What follows belongs to an exercise in optimizing a design on an open flow for small area, a short achievable clock period and few clock cycles per item; a production flow would make more cautious choices.
RTL that was checked went through simulation tests only; none was proved equivalent to the original.
Power is estimated from default activity; no workload was simulated.

== v22 ==
// up_sampler
module up_sampler #(
    parameter int unsigned IN_W = 400,
    parameter int unsigned IN_H = 300,
    parameter int unsigned DW   = up_sampler_pkg::DW_DEF
) (
    input  logic          clk,
    input  logic          rst,
    output logic          rd_en,
    input  logic          din_valid,
    input  logic [DW-1:0] din,
    output logic          dout_valid,
    input  logic          dout_ready,
    output logic [DW-1:0] dout,
    output logic          sof,
    output logic          eol,
    output logic          frame_done
);
For scale: about 3,300 flip-flops, roughly 25 I/O pins, ~72,000 um2 of cells after synthesis.
==> module up_sampler, before the edit <==
module up_sampler #(
    parameter int unsigned IN_W = 400,
    parameter int unsigned IN_H = 300,
    parameter int unsigned DW   = up_sampler_pkg::DW_DEF
) (
    input  logic          clk,
    input  logic          rst,
    output logic          rd_en,
    input  logic          din_valid,
    input  logic [DW-1:0] din,
    output logic          dout_valid,
    input  logic          dout_ready,
    output logic [DW-1:0] dout,
    output logic          sof,
    output logic          eol,
    output logic          frame_done
);
    localparam int unsigned D   = up_sampler_pkg::TAP_D;
    localparam int unsigned K   = IN_W / D;
    localparam int unsigned TW  = $clog2(K);
    localparam int unsigned OW  = $clog2(D);
    localparam int unsigned CW  = $clog2(IN_W + 1);
    localparam int unsigned LW  = $clog2(IN_H);
    logic [TW-1:0] rj, wj;
    logic [OW-1:0] ro, wo;
    logic          ralign, walign;      
    logic [CW-1:0] rc;                  
    logic          rlast;               
    logic          rcopy;               
    logic [LW-1:0] rline;
    logic          rline_last;          
    logic          rsof;                
    logic [CW-1:0] wc;                  
    logic          wc_open;             
    logic [CW:0]   lead;                
    logic          lead_pos, lead_neg;  
    logic          rd_ok, wr_ok;        
    logic rd_go, wr_go, t01, t10;
    logic [DW-1:0] ring_q;
    logic [DW+2:0] pq;
    logic          pv;
    logic [DW-1:0] iq0, iq1;
    logic [1:0]    icnt;
    logic          rd_en_q, req1;
    logic          hv, hph, heol, hlast;
    logic [DW-1:0] hd;
    logic          sof_q, eol_q, fd_q;
    logic take, adv;
    assign rd_go = ralign & ~pv & rd_ok;
    assign wr_go = walign & (icnt != 2'd0) & wr_ok;
    assign t01   = rd_go & rlast & ~rcopy;
    assign t10   = rd_go & rlast & rcopy;
    up_line_buf #(
        .N (IN_W),
        .D (D),
        .DW(DW),
        .K (K),
        .TW(TW)
    ) u_line_buf (
        .clk  (clk),
        .we   (wr_go),
        .wtap (wj),
        .wdata(iq0),
        .rtap (rj),
        .rdata(ring_q)
    );
    assign adv  = hv & dout_ready & ~hph;
    assign take = ~hv | (dout_ready & hph);
    logic lead_ge2, lead_lem2, pos_n, neg_n, rcopy_n, wc_open_n;
    assign lead_ge2  = ~lead[CW] & (|lead[CW-1:1]);
    assign lead_lem2 = lead[CW] & ~(&lead[CW-1:0]);
    always_comb begin
        if (t01) begin
            pos_n = 1'b0;
            neg_n = 1'b0;
        end else if (t10) begin
            pos_n = (wc != '0) | wr_go;
            neg_n = 1'b0;
        end else if (wr_go == rd_go) begin
            pos_n = lead_pos;
            neg_n = lead_neg;
        end else if (wr_go) begin
            pos_n = ~lead_neg;
            neg_n = lead_lem2;
        end else begin
            pos_n = lead_ge2;
            neg_n = ~lead_pos;
        end
        rcopy_n   = (rd_go & rlast) ? ~rcopy : rcopy;
        wc_open_n = t01 | (wr_go ? (wc != CW'(IN_W - 1)) : wc_open);
    end
    always_ff @(posedge clk) begin
        if (rst) begin
            rj <= '0; ro <= '0; ralign <= 1'b1;
            wj <= '0; wo <= '0; walign <= 1'b1;
            rc <= '0; rlast <= 1'b0; rcopy <= 1'b0;
            rline <= '0; rline_last <= 1'b0; rsof <= 1'b1;
            wc <= '0; wc_open <= 1'b1; lead <= '0;
            lead_pos <= 1'b0; lead_neg <= 1'b0;
            rd_ok <= 1'b0; wr_ok <= 1'b1;
            pv <= 1'b0; icnt <= '0;
            rd_en_q <= 1'b0; req1 <= 1'b0; hd <= '0;
            hv <= 1'b0; hph <= 1'b0; heol <= 1'b0; hlast <= 1'b0;
            sof_q <= 1'b0; eol_q <= 1'b0; fd_q <= 1'b0;
        end else begin
            if (rd_go) begin
                rj <= rj - TW'(2);
                ro <= OW'(D - 1);
                ralign <= 1'b0;
            end else begin
                ralign <= (ro == OW'(D - 1));
                if (ro == OW'(D - 1)) begin
                    rj <= rj + TW'(1);
                    ro <= '0;
                end else begin
                    ro <= ro + OW'(1);
                end
            end
            if (rd_go) begin
                rc    <= rlast ? '0 : rc + CW'(1);
                rlast <= ~rlast & (rc == CW'(IN_W - 2));
                rsof  <= t10 & rline_last;
                if (t10) begin
                    rline      <= rline_last ? '0 : rline + LW'(1);
                    rline_last <= ~rline_last & (rline == LW'(IN_H - 2));
                end
            end
            rcopy <= rcopy_n;
            if (t01) begin
                wc <= '0;
                wj <= rj - TW'(2);
                wo <= OW'(D - 1);
                walign <= 1'b0;
            end else if (wr_go) begin
                wc <= wc + CW'(1);
                wj <= wj - TW'(2);
                wo <= OW'(D - 1);
                walign <= 1'b0;
            end else begin
                walign <= (wo == OW'(D - 1));
                if (wo == OW'(D - 1)) begin
                    wj <= wj + TW'(1);
                    wo <= '0;
                end else begin
                    wo <= wo + OW'(1);
                end
            end
            wc_open <= wc_open_n;
            if (t01)      lead <= '0;
            else if (t10) lead <= {1'b0, wc} + (wr_go ? 1'b1 : 1'b0);
            else if (wr_go && !rd_go) lead <= lead + 1'b1;
            else if (rd_go && !wr_go) lead <= lead - 1'b1;
            lead_pos <= pos_n;
            lead_neg <= neg_n;
            rd_ok <= rcopy_n | pos_n;
            wr_ok <= rcopy_n ? neg_n : wc_open_n;
            pv <= rd_go | (pv & ~take);
            icnt <= icnt + (din_valid ? 2'd1 : 2'd0) - (wr_go ? 2'd1 : 2'd0);
            req1 <= rd_en_q;
            rd_en_q <= ({1'b0, icnt} + (req1 ? 3'd1 : 3'd0)
                        + (rd_en_q ? 3'd1 : 3'd0) - (wr_go ? 3'd1 : 3'd0)) < 3'd2;
            fd_q <= hv & dout_ready & hph & hlast;
            if (take) hd <= pq[DW-1:0];
            if (adv) begin
                hph   <= 1'b1;
                sof_q <= 1'b0;
                eol_q <= heol;
            end else if (take) begin
                hv    <= pv;
                hph   <= 1'b0;
                eol_q <= 1'b0;
                sof_q <= pq[DW+2];
                heol  <= pq[DW+1];
                hlast <= pq[DW];
            end
        end
    end
    always_ff @(posedge clk) begin
        if (rd_go) pq <= {rsof, rlast, rcopy & rlast & rline_last, ring_q};
        if (wr_go) begin
            iq0 <= (icnt == 2'd2) ? iq1 : din;
            if (icnt == 2'd2) iq1 <= din;
        end else if (icnt == 2'd0) begin
            iq0 <= din;
        end else if (icnt == 2'd1) begin
            iq1 <= din;
        end
    end
    assign rd_en      = rd_en_q;
    assign dout_valid = hv;
    assign dout       = hd;
    assign sof        = sof_q;
    assign eol        = eol_q;
    assign frame_done = fd_q;
endmodule
make LEC_CHECK=0 ABC_CLOCK_PERIOD_IN_PS=2000 CAP_MARGIN=20 CORE_MARGIN=2 CORE_UTILIZATION=60 CTS_CLUSTER_DIAMETER=100 CTS_CLUSTER_SIZE=20 PLACE_DENSITY=0.75 SETUP_SLACK_MARGIN=2.7 SLEW_MARGIN=20 finish   # period 5.0 ns
run.sh (not shown) runs the stock make flow with config.mk's settings and CLKGATE_MAP_FILE= SYNTH_SCRIPT=/design/flow/synth_recipe.tcl, a recipe that flattens the netlist after the stock synthesis.
Inputs modified between v22 and v20:
--- a/flow/design.v
+++ b/flow/design.v
@@ -65,11 +65,10 @@
     logic [LW-1:0] rline;
     logic          rline_last;          
     logic          rsof;                
     logic [CW-1:0] wc;                  
     logic          wc_open;             
-    logic [CW:0]   lead;                
     logic          lead_pos, lead_neg;  
     logic          rd_ok, wr_ok;        
     logic rd_go, wr_go, t01, t10;
     logic [DW-1:0] ring_q;
     logic [DW+2:0] pq;
@@ -100,12 +99,12 @@
         .rdata(ring_q)
     );
     assign adv  = hv & dout_ready & ~hph;
     assign take = ~hv | (dout_ready & hph);
     logic lead_ge2, lead_lem2, pos_n, neg_n, rcopy_n, wc_open_n;
-    assign lead_ge2  = ~lead[CW] & (|lead[CW-1:1]);
-    assign lead_lem2 = lead[CW] & ~(&lead[CW-1:0]);
+    assign lead_ge2  = {1'b0, wc} >= {1'b0, rc} + (CW+1)'(2);
+    assign lead_lem2 = {1'b0, rc} >= {1'b0, wc} + (CW+1)'(2);
     always_comb begin
         if (t01) begin
             pos_n = 1'b0;
             neg_n = 1'b0;
         end else if (t10) begin
@@ -128,11 +127,11 @@
         if (rst) begin
             rj <= '0; ro <= '0; ralign <= 1'b1;
             wj <= '0; wo <= '0; walign <= 1'b1;
             rc <= '0; rlast <= 1'b0; rcopy <= 1'b0;
             rline <= '0; rline_last <= 1'b0; rsof <= 1'b1;
-            wc <= '0; wc_open <= 1'b1; lead <= '0;
+            wc <= '0; wc_open <= 1'b1;
             lead_pos <= 1'b0; lead_neg <= 1'b0;
             rd_ok <= 1'b0; wr_ok <= 1'b1;
             pv <= 1'b0; icnt <= '0;
             rd_en_q <= 1'b0; req1 <= 1'b0; hd <= '0;
             hv <= 1'b0; hph <= 1'b0; heol <= 1'b0; hlast <= 1'b0;
@@ -179,14 +178,10 @@
                 end else begin
                     wo <= wo + OW'(1);
                 end
             end
             wc_open <= wc_open_n;
-            if (t01)      lead <= '0;
-            else if (t10) lead <= {1'b0, wc} + (wr_go ? 1'b1 : 1'b0);
-            else if (wr_go && !rd_go) lead <= lead + 1'b1;
-            else if (rd_go && !wr_go) lead <= lead - 1'b1;
             lead_pos <= pos_n;
             lead_neg <= neg_n;
             rd_ok <= rcopy_n | pos_n;
             wr_ok <= rcopy_n ? neg_n : wc_open_n;
             pv <= rd_go | (pv & ~take);
Results
Per the final summary, v20 finished and its layout is clean on timing, DRC and antenna.
Looking only at maximum number of pins on one net before global-route repair, and setting everything else aside, the lower value of v22 and v20 goes to v20.
v20 ends up with a part of the power in the clock network that is 1.1 points higher than in v22.
Of v22 and v20, the run reporting the higher worst setup slack was v20.
Compared with v22, in v20 overall power after layout shows a reduction of 3.1%; buffer count excluding the clock tree in the final layout shows a reduction of about 36%; area after synthesis shows a reduction of about 0.6%; detailed-route wire length per cell shows an increase of about 0.56%.
Delta(tapcell count, v20 - v22) < 0
Diff v22 and v20: combinational power share lower in v20
Number of antenna repair diodes was higher in v22 than in v20.
Count of TritonRoute iterations in the first routing pass, v22 and v20, lower one = v22.
Testbench counts of v20, summed over its fixed seeds: cycles 1,920,208, items 1,920,000.
No functional check of the RTL was part of v22.

==> afterwards: timing with drivers on the ports <==
No port has a modelled driver above. Below, the same layouts with a new extraction and two added sets of constraints. Step 1: set_driving_cell puts a clkbuf_16 on clk and a buf_2 on each other input, an assumption about the parent block. Step 2, shift: input delay + t, output delay - t, t = (earliest + latest rising clock arrival at the registers) / 2. This alone moves slack from input paths to output paths. Three values: ideal, step 1, step 2; two values: the first two.
| run | t (ns) | slack for setup (ns) | worst hold slack (ns) |
|---|---|---|---|
| v22 | 0.866 | 2.651 / 2.651 / 2.221 | 0.304 / 0.304 / 0.304 |
| v20 | 0.844 | 2.662 / 2.589 / 2.449 | 0.308 / 0.308 / 0.308 |
After both steps setup and hold are still met in every run listed. For v22, which loses most, drivers alone change the setup slack by 0.000 ns; drivers and shift together by -0.430 ns.
